Background: an optimization exercise with open tools, aiming at small area. Do not read the settings as production practice.
Only simulation tests tie the RTL to the original design; equivalence was not proved.
No activity file was given, so power comes from the tool's default toggle rates.

==> inputs of 05-13 <==
==> flow/design.v <==
package regfile_pkg;
    localparam int DEF_DATA_W = 32;
    localparam int DEF_DEPTH  = 32;
    function automatic integer addr_w(input integer depth);
        addr_w = $clog2(depth);
    endfunction
endpackage
module regfile_clear_seq
#(
    parameter  int DEPTH = regfile_pkg::DEF_DEPTH,
    localparam int AW    = regfile_pkg::addr_w(DEPTH)
) (
    input  logic          rst,
    input  logic          clr_req,
    input  logic [AW-1:0] cnt_q,
    output logic [AW-1:0] cnt_d,
    output logic          ready,
    output logic          stay_run
);
    assign ready    = (cnt_q == '0);
    assign stay_run = ready & ~rst & ~clr_req;
    always_comb begin
        if (rst)        cnt_d = AW'(1);
        else if (ready) cnt_d = AW'(clr_req);
        else            cnt_d = cnt_q + AW'(1);
    end
endmodule
module regfile_wbit (
    input  logic s1,
    input  logic w1,
    input  logic s0_n,
    input  logic w0_n,
    input  logic hold_n,
    input  logic q_n,
    output logic d_n
);
    logic keep;   
    assign keep = ~((s0_n | w0_n) & (hold_n | q_n));
    assign d_n  = ~((s1 & w1) | keep);
endmodule
module regfile_rterm3 (
    input  logic a0, b0,
    input  logic a1, b1,
    input  logic a2, b2,
    output logic y_n
);
    assign y_n = ~((a0 & b0) | (a1 & b1) | (a2 & b2));
endmodule
module regfile_rterm1 (
    input  logic a, b,
    output logic y_n
);
    assign y_n = ~(a & b);
endmodule
module regfile_inv (
    input  logic a,
    output logic y
);
    assign y = ~a;
endmodule
module regfile_nand4 (
    input  logic [3:0] a,
    output logic       y
);
    assign y = ~&a;
endmodule
module regfile_nor3 (
    input  logic [2:0] a,
    output logic       y
);
    assign y = ~|a;
endmodule
module regfile_mp
#(
    parameter  int DATA_W  = regfile_pkg::DEF_DATA_W,
    parameter  int DEPTH   = regfile_pkg::DEF_DEPTH,
    parameter  int NUM_RD  = 2,
    parameter  int DBG_IDX = 8,
    localparam int AW      = regfile_pkg::addr_w(DEPTH)
) (
    input  logic                     clk,
    input  logic                     rst,
    input  logic                     clr_req,
    input  logic                     we0,
    input  logic [AW-1:0]            wa0,
    input  logic [DATA_W-1:0]        wd0,
    input  logic                     we1,
    input  logic [AW-1:0]            wa1,
    input  logic [DATA_W-1:0]        wd1,
    input  logic [NUM_RD*AW-1:0]     ra,
    output logic [NUM_RD*DATA_W-1:0] rd,
    output logic                     ready,
    output logic [DATA_W-1:0]        dbg_data
);
    logic              stay_run;
    logic [DATA_W-1:0] wd0_n;
    logic [DATA_W-1:0] regs_n [1:DEPTH-1];
    logic [AW-1:0]     cnt_q, cnt_d;
    regfile_clear_seq #(.DEPTH(DEPTH)) u_clr (
        .rst      (rst),
        .clr_req  (clr_req),
        .cnt_q    (cnt_q),
        .cnt_d    (cnt_d),
        .ready    (ready),
        .stay_run (stay_run)
    );
    always_ff @(posedge clk) begin
        cnt_q <= cnt_d;
    end
    for (genvar b = 0; b < DATA_W; b++) begin : g_wd0
        regfile_inv u_inv (.a(wd0[b]), .y(wd0_n[b]));
    end
    for (genvar r = 1; r < DEPTH; r++) begin : g_wr
        logic dec0, dec1, s1, s0_n, hold_n;
        logic [DATA_W-1:0] d_n;
        assign dec1   = we1 && (wa1 == AW'(r));
        assign dec0   = we0 && (wa0 == AW'(r)) && !dec1;
        regfile_inv u_s1   (.a(~(stay_run & dec1)),          .y(s1));
        regfile_inv u_s0   (.a(stay_run & dec0),             .y(s0_n));
        regfile_inv u_hold (.a(stay_run & ~dec1 & ~dec0),    .y(hold_n));
        for (genvar b = 0; b < DATA_W; b++) begin : g_bit
            regfile_wbit u_wbit (
                .s1(s1), .w1(wd1[b]), .s0_n(s0_n), .w0_n(wd0_n[b]),
                .hold_n(hold_n), .q_n(regs_n[r][b]), .d_n(d_n[b])
            );
        end
        always_ff @(posedge clk) begin
            regs_n[r] <= d_n;
        end
    end
    assign dbg_data = ~regs_n[DBG_IDX];
    for (genvar i = 0; i < NUM_RD; i++) begin : g_rd
        logic [AW-1:0]    addr;
        logic [DEPTH-1:1] sel;
        logic             sel0_n;
        assign addr   = ra[i*AW +: AW];
        regfile_inv u_sel0 (.a(addr == '0), .y(sel0_n));
        for (genvar r = 1; r < DEPTH; r++) begin : g_sel
            regfile_inv u_sel (.a(addr != AW'(r)), .y(sel[r]));
        end
        for (genvar b = 0; b < DATA_W; b++) begin : g_bit
            logic [11:0] y_n;
            logic [2:0]  p;
            for (genvar g = 0; g < 10; g++) begin : g_grp
                regfile_rterm3 u_t (
                    .a0(sel[3*g+1]), .b0(regs_n[3*g+1][b]),
                    .a1(sel[3*g+2]), .b1(regs_n[3*g+2][b]),
                    .a2(sel[3*g+3]), .b2(regs_n[3*g+3][b]),
                    .y_n(y_n[g])
                );
            end
            regfile_rterm1 u_t31 (.a(sel[31]), .b(regs_n[31][b]), .y_n(y_n[10]));
            assign y_n[11] = sel0_n;
            for (genvar k = 0; k < 3; k++) begin : g_red
                regfile_nand4 u_n (.a(y_n[4*k +: 4]), .y(p[k]));
            end
            regfile_nor3 u_o (.a(p), .y(rd[i*DATA_W + b]));
        end
    end
endmodule
==> flow/flow/run.sh <==
#!/bin/bash
# Own layout flow: the standard ORFS flow (standard synthesis
# unchanged), with these changes to how the layout is made:
#  - after floorplanning, combinational cells are swapped to the smallest
#    drive strength of their family and the inverters that drive
#    high-fanout lines are set to inv_2 (flow/downsize.tcl,
#    flow/drivers.tcl); the usual repair steps then size up only what
#    timing, slew or capacitance need;
#  - before repair_design on the final global placement, the buffers that
#    timing-driven global placement inserted are removed again and the
#    line drivers reset to inv_2 (flow/rebuffer.tcl);
#  - port buffers use the smallest buffer cell;
#  - the clock tree is built without dummy loads.
# Each make step's full output goes to its own log file in this folder.
set -euo pipefail

here=$(pwd)
export POST_FLOORPLAN_TCL="$here/flow/downsize.tcl"
export PRE_RESIZE_TCL="$here/flow/rebuffer.tcl"
export BUFFER_PORTS_ARGS="-buffer_cell sky130_fd_sc_hd__buf_1"
export CTS_ARGS="-sink_clustering_enable -repair_clock_nets -dont_use_dummy_load -sink_clustering_size 26 -sink_clustering_max_diameter 90 -buf_list {sky130_fd_sc_hd__clkbuf_16}"

for step in synth floorplan place cts route finish; do
    bash standard.sh "$step" > "flow_${step}.log" 2>&1
done
==> flow/flow/downsize.tcl <==
# Swap every combinational cell to the smallest-area cell of its family
# (same function, lower drive strength); later repair steps size up what
# timing, slew or capacitance need. Flip-flops, clock cells, tap cells and
# tie cells are left alone.
set db [ord::get_db]
set block [ord::get_db_block]
array set master_area {}
array set master_obj {}
foreach lib [$db getLibs] {
    foreach m [$lib getMasters] {
        set master_area([$m getName]) [expr {[$m getWidth] * [$m getHeight]}]
        set master_obj([$m getName]) $m
    }
}
set swapped 0
set saved 0
foreach inst [$block getInsts] {
    set mname [[$inst getMaster] getName]
    if {![regexp {^(sky130_fd_sc_hd__([a-z0-9]+))_([0-9]+)$} $mname -> fam base sz]} {
        continue
    }
    if {[regexp {^(df|ed|sd|se|dl|tap|clk|conb|fill|decap|diode|probe|lpflow)} $base]} {
        continue
    }
    set best $mname
    set best_area $master_area($mname)
    foreach s {0 1 2} {
        set cand ${fam}_$s
        if {[info exists master_area($cand)] && $master_area($cand) < $best_area} {
            set best $cand
            set best_area $master_area($cand)
        }
    }
    if {$best ne $mname} {
        set saved [expr {$saved + $master_area($mname) - $best_area}]
        $inst swapMaster $master_obj($best)
        incr swapped
    }
}
puts "downsize: swapped $swapped cells, saved [expr {$saved / 1e6}] um2"

source [file join [file dirname [info script]] drivers.tcl]
my_size_line_drivers
==> flow/flow/drivers.tcl <==
# Inverters that drive a high-fanout row, select or data line are set to
# inv_2 (the same area as inv_1, twice the drive), so that these lines
# meet the slew limit without an added buffer.
proc my_size_line_drivers {} {
    set inv2 [[ord::get_db] findMaster sky130_fd_sc_hd__inv_2]
    set n 0
    foreach inst [[ord::get_db_block] getInsts] {
        set m [[$inst getMaster] getName]
        if {![regexp {^sky130_fd_sc_hd__(clk)?inv_[0-9]+$} $m]} {
            continue
        }
        set fanout 0
        foreach it [$inst getITerms] {
            if {[$it isOutputSignal] && [$it getNet] ne "NULL"} {
                foreach lt [[$it getNet] getITerms] {
                    if {[$lt isInputSignal]} { incr fanout }
                }
            }
        }
        if {$fanout >= 16 && $m ne "sky130_fd_sc_hd__inv_2"} {
            $inst swapMaster $inv2
            incr n
        }
    }
    puts "line drivers: set $n inverters to inv_2"
}
==> flow/flow/rebuffer.tcl <==
# Before repair_design on the final global placement: remove the buffers
# that timing-driven global placement inserted on its early, spread-out
# placements (port buffers are kept), set the line-driving inverters to
# inv_2 again, and let repair_design buffer only what still needs it.
set bufs {}
foreach inst [[ord::get_db_block] getInsts] {
    if {![regexp {^sky130_fd_sc_hd__buf_[0-9]+$} [[$inst getMaster] getName]]} {
        continue
    }
    set on_port 0
    foreach it [$inst getITerms] {
        set net [$it getNet]
        if {$net ne "NULL" && [llength [$net getBTerms]] > 0} {
            set on_port 1
        }
    }
    if {!$on_port} {
        lappend bufs [$inst getName]
    }
}
puts "rebuffer: removing [llength $bufs] placement buffers"
if {[llength $bufs] > 0} {
    remove_buffers {*}$bufs
}

source [file join [file dirname [info script]] drivers.tcl]
my_size_line_drivers
==> flow/standard.sh <==
#!/bin/bash
# synth_recipe.tcl (not shown) runs the flow's synth.tcl, then flattens the netlist and writes it again
# the make line also repeats each setting of config.mk as NAME=value (left out here)
make -C /OpenROAD-flow-scripts/flow DESIGN_CONFIG=/design/flow/config.mk WORK_HOME=/design/flow/orfs CLKGATE_MAP_FILE= SYNTH_SCRIPT=/design/flow/synth_recipe.tcl "${@:-finish}"
==> flow/config.mk <==
export PLATFORM = sky130hd
export DESIGN_NAME = regfile_mp
export DESIGN_NICKNAME = regfile_mp
export VERILOG_FILES = /design/flow/design.v
export SDC_FILE = /design/flow/constraint.sdc
export NUM_CORES = 4
export LEC_CHECK = 0
export CAP_MARGIN = 10
export CELL_PAD_IN_SITES_GLOBAL_PLACEMENT = 1
export CORE_MARGIN = 2
export CORE_UTILIZATION = 35
export PLACE_DENSITY = 0.45
export SLEW_MARGIN = 10
export SYNTH_HIERARCHICAL = 1
export SYNTH_MINIMUM_KEEP_SIZE = 0
==> flow/constraint.sdc <==
create_clock -name core_clock -period 8.0 [get_ports {clk}]
set_input_delay 1.6000 -clock core_clock [delete_from_list [all_inputs] [get_ports {clk}]]
set_output_delay 1.6000 -clock core_clock [all_outputs]
set_load 0.01 [all_outputs]
==> 12-09 (differences from 05-13) <==
--- a/flow/design.v
+++ b/flow/design.v
@@ -54,8 +54,2 @@
 endmodule
-module regfile_inv (
-    input  logic a,
-    output logic y
-);
-    assign y = ~a;
-endmodule
 module regfile_nand4 (
@@ -109,5 +103,3 @@
     end
-    for (genvar b = 0; b < DATA_W; b++) begin : g_wd0
-        regfile_inv u_inv (.a(wd0[b]), .y(wd0_n[b]));
-    end
+    assign wd0_n = ~wd0;
     for (genvar r = 1; r < DEPTH; r++) begin : g_wr
@@ -117,5 +109,5 @@
         assign dec0   = we0 && (wa0 == AW'(r)) && !dec1;
-        regfile_inv u_s1   (.a(~(stay_run & dec1)),          .y(s1));
-        regfile_inv u_s0   (.a(stay_run & dec0),             .y(s0_n));
-        regfile_inv u_hold (.a(stay_run & ~dec1 & ~dec0),    .y(hold_n));
+        assign s1     = stay_run & dec1;
+        assign s0_n   = ~(stay_run & dec0);
+        assign hold_n = ~(stay_run & ~dec1 & ~dec0);
         for (genvar b = 0; b < DATA_W; b++) begin : g_bit
@@ -136,5 +128,5 @@
         assign addr   = ra[i*AW +: AW];
-        regfile_inv u_sel0 (.a(addr == '0), .y(sel0_n));
+        assign sel0_n = (addr != '0);
         for (genvar r = 1; r < DEPTH; r++) begin : g_sel
-            regfile_inv u_sel (.a(addr != AW'(r)), .y(sel[r]));
+            assign sel[r] = (addr == AW'(r));
         end
==> flow/flow/run.sh (replaced) <==
#!/bin/bash
# Own layout flow: the standard ORFS flow, with smaller port buffers
# and a clock tree built without dummy loads. Each make step's full output
# goes to its own log file in this folder.
set -euo pipefail

export BUFFER_PORTS_ARGS="-buffer_cell sky130_fd_sc_hd__buf_1"
export CTS_ARGS="-sink_clustering_enable -repair_clock_nets -dont_use_dummy_load -buf_list {sky130_fd_sc_hd__clkbuf_8 sky130_fd_sc_hd__clkbuf_16}"

for step in synth floorplan place cts route finish; do
    bash standard.sh "$step" > "flow_${step}.log" 2>&1
done
Settings changed: CAP_MARGIN 10 to 20, CTS_BUF_LIST from default to sky130_fd_sc_hd__clkbuf_8 sky130_fd_sc_hd__clkbuf_16, SLEW_MARGIN 10 to 20.
removed: flow/flow/downsize.tcl
removed: flow/flow/drivers.tcl
removed: flow/flow/rebuffer.tcl
==> 03-23 (differences from 05-13) <==
==> flow/design.v, changed modules only <==
module regfile_mp
#(
    parameter  int DATA_W  = regfile_pkg::DEF_DATA_W,
    parameter  int DEPTH   = regfile_pkg::DEF_DEPTH,
    parameter  int NUM_RD  = 2,
    parameter  int DBG_IDX = 8,
    localparam int AW      = regfile_pkg::addr_w(DEPTH)
) (
    input  logic                     clk,
    input  logic                     rst,
    input  logic                     clr_req,
    input  logic                     we0,
    input  logic [AW-1:0]            wa0,
    input  logic [DATA_W-1:0]        wd0,
    input  logic                     we1,
    input  logic [AW-1:0]            wa1,
    input  logic [DATA_W-1:0]        wd1,
    input  logic [NUM_RD*AW-1:0]     ra,
    output logic [NUM_RD*DATA_W-1:0] rd,
    output logic                     ready,
    output logic [DATA_W-1:0]        dbg_data
);
    logic              stay_run;
    logic [DATA_W-1:0] wd0_n;
    logic [DATA_W-1:0] regs_n [1:DEPTH-1];
    logic [AW-1:0]     cnt_q, cnt_d;
    regfile_clear_seq #(.DEPTH(DEPTH)) u_clr (
        .rst      (rst),
        .clr_req  (clr_req),
        .cnt_q    (cnt_q),
        .cnt_d    (cnt_d),
        .ready    (ready),
        .stay_run (stay_run)
    );
    always_ff @(posedge clk) begin
        cnt_q <= cnt_d;
    end
    for (genvar b = 0; b < DATA_W; b++) begin : g_wd0
        regfile_inv u_inv (.a(wd0[b]), .y(wd0_n[b]));
    end
    logic [3:0] wlo0, wlo1;
    logic [7:0] whi0, whi1;
    for (genvar j = 0; j < 4; j++) begin : g_wlo
        assign wlo0[j] = (wa0[1:0] == 2'(j));
        assign wlo1[j] = (wa1[1:0] == 2'(j));
    end
    for (genvar k = 0; k < 8; k++) begin : g_whi
        assign whi0[k] = stay_run & we0 & (wa0[4:2] == 3'(k));
        assign whi1[k] = stay_run & we1 & (wa1[4:2] == 3'(k));
    end
    for (genvar r = 1; r < DEPTH; r++) begin : g_wr
        logic dec0, dec1, s1, s0_n, hold_n;
        logic [DATA_W-1:0] d_n;
        assign dec1   = whi1[r/4] & wlo1[r%4];
        assign dec0   = whi0[r/4] & wlo0[r%4];
        regfile_inv u_s1   (.a(~dec1),                       .y(s1));
        regfile_inv u_s0   (.a(dec0 & ~dec1),                .y(s0_n));
        regfile_inv u_hold (.a(stay_run & ~dec1 & ~dec0),    .y(hold_n));
        for (genvar b = 0; b < DATA_W; b++) begin : g_bit
            regfile_wbit u_wbit (
                .s1(s1), .w1(wd1[b]), .s0_n(s0_n), .w0_n(wd0_n[b]),
                .hold_n(hold_n), .q_n(regs_n[r][b]), .d_n(d_n[b])
            );
        end
        always_ff @(posedge clk) begin
            regs_n[r] <= d_n;
        end
    end
    assign dbg_data = ~regs_n[DBG_IDX];
    for (genvar i = 0; i < NUM_RD; i++) begin : g_rd
        logic [AW-1:0]    addr;
        logic [DEPTH-1:1] sel;
        logic             sel0_n;
        assign addr   = ra[i*AW +: AW];
        logic [3:0] lo;
        logic [7:0] hi;
        for (genvar j = 0; j < 4; j++) begin : g_lo
            assign lo[j] = (addr[1:0] == 2'(j));
        end
        for (genvar k = 0; k < 8; k++) begin : g_hi
            assign hi[k] = (addr[4:2] == 3'(k));
        end
        regfile_inv u_sel0 (.a(hi[0] & lo[0]), .y(sel0_n));
        for (genvar r = 1; r < DEPTH; r++) begin : g_sel
            regfile_inv u_sel (.a(~(hi[r/4] & lo[r%4])), .y(sel[r]));
        end
        for (genvar b = 0; b < DATA_W; b++) begin : g_bit
            logic [11:0] y_n;
            logic [2:0]  p;
            for (genvar g = 0; g < 10; g++) begin : g_grp
                regfile_rterm3 u_t (
                    .a0(sel[3*g+1]), .b0(regs_n[3*g+1][b]),
                    .a1(sel[3*g+2]), .b1(regs_n[3*g+2][b]),
                    .a2(sel[3*g+3]), .b2(regs_n[3*g+3][b]),
                    .y_n(y_n[g])
                );
            end
            regfile_rterm1 u_t31 (.a(sel[31]), .b(regs_n[31][b]), .y_n(y_n[10]));
            assign y_n[11] = sel0_n;
            for (genvar k = 0; k < 3; k++) begin : g_red
                regfile_nand4 u_n (.a(y_n[4*k +: 4]), .y(p[k]));
            end
            regfile_nor3 u_o (.a(p), .y(rd[i*DATA_W + b]));
        end
    end
endmodule
--- a/flow/flow/run.sh
+++ b/flow/flow/run.sh
@@ -20,3 +20,3 @@
 export BUFFER_PORTS_ARGS="-buffer_cell sky130_fd_sc_hd__buf_1"
-export CTS_ARGS="-sink_clustering_enable -repair_clock_nets -dont_use_dummy_load -sink_clustering_size 26 -sink_clustering_max_diameter 90 -buf_list {sky130_fd_sc_hd__clkbuf_16}"
+export CTS_ARGS="-sink_clustering_enable -repair_clock_nets -dont_use_dummy_load -sink_clustering_size 24 -sink_clustering_max_diameter 100 -buf_list {sky130_fd_sc_hd__clkbuf_16}"
 
==> comparison <==
- 05-13 passed the timing, design-rule and antenna checks. 12-09 completed without violations. 03-23 went through all stages and came out clean.
- The highest worst hold slack belongs to 12-09, the lowest to 03-23.
- In wire length, 03-23 and 05-13 hardly differ.
- Maximum frequency, lowest first: 12-09, 03-23, 05-13.
- Total power: 03-23 < 05-13 < 12-09.
- Of 05-13 and 12-09, 12-09 has the higher core utilization (gap 4.1 points).
- Clock skew: 12-09 is higher than 03-23 (0.011 ns).
- Critical path depth is the same in 05-13 and 03-23.
- The lowest register-to-register slack belongs to 03-23, the highest to 12-09.
- Against 03-23, the sequential share of layout area of 05-13 is lower by 0.22 points.

port drivers added, routing unchanged:
The flow's constraints put no driver on any port. The routed layouts listed below were extracted and timed again, unchanged, in two steps.
Step 1, drivers: a clkbuf_16 drives clk and a buf_2 each remaining input, both assumed.
Step 2, shift: input delay + t, output delay - t, t = (earliest + latest rising clock arrival at the registers) / 2. This alone moves slack from input paths to output paths.
Slacks: ideal ports / drivers / drivers and shift; pairs: ideal ports / drivers.
run | t (ns) | setup WS [ns] | worst slew at a driven data input, ns | cell pins on the clock port's net
05-13 | 0.760 | 1.792 / 1.692 / 1.692 | 0.19 | 1
12-09 | 0.779 | 1.441 / 1.412 / 1.412 | 0.20 | 1
03-23 | 0.758 | 1.774 / 1.695 / 1.695 | 0.18 | 1
After both steps every run listed still meets setup and hold. The setup slack of 05-13, which loses most, moves by -0.100 ns with the drivers and by -0.100 ns with both steps.
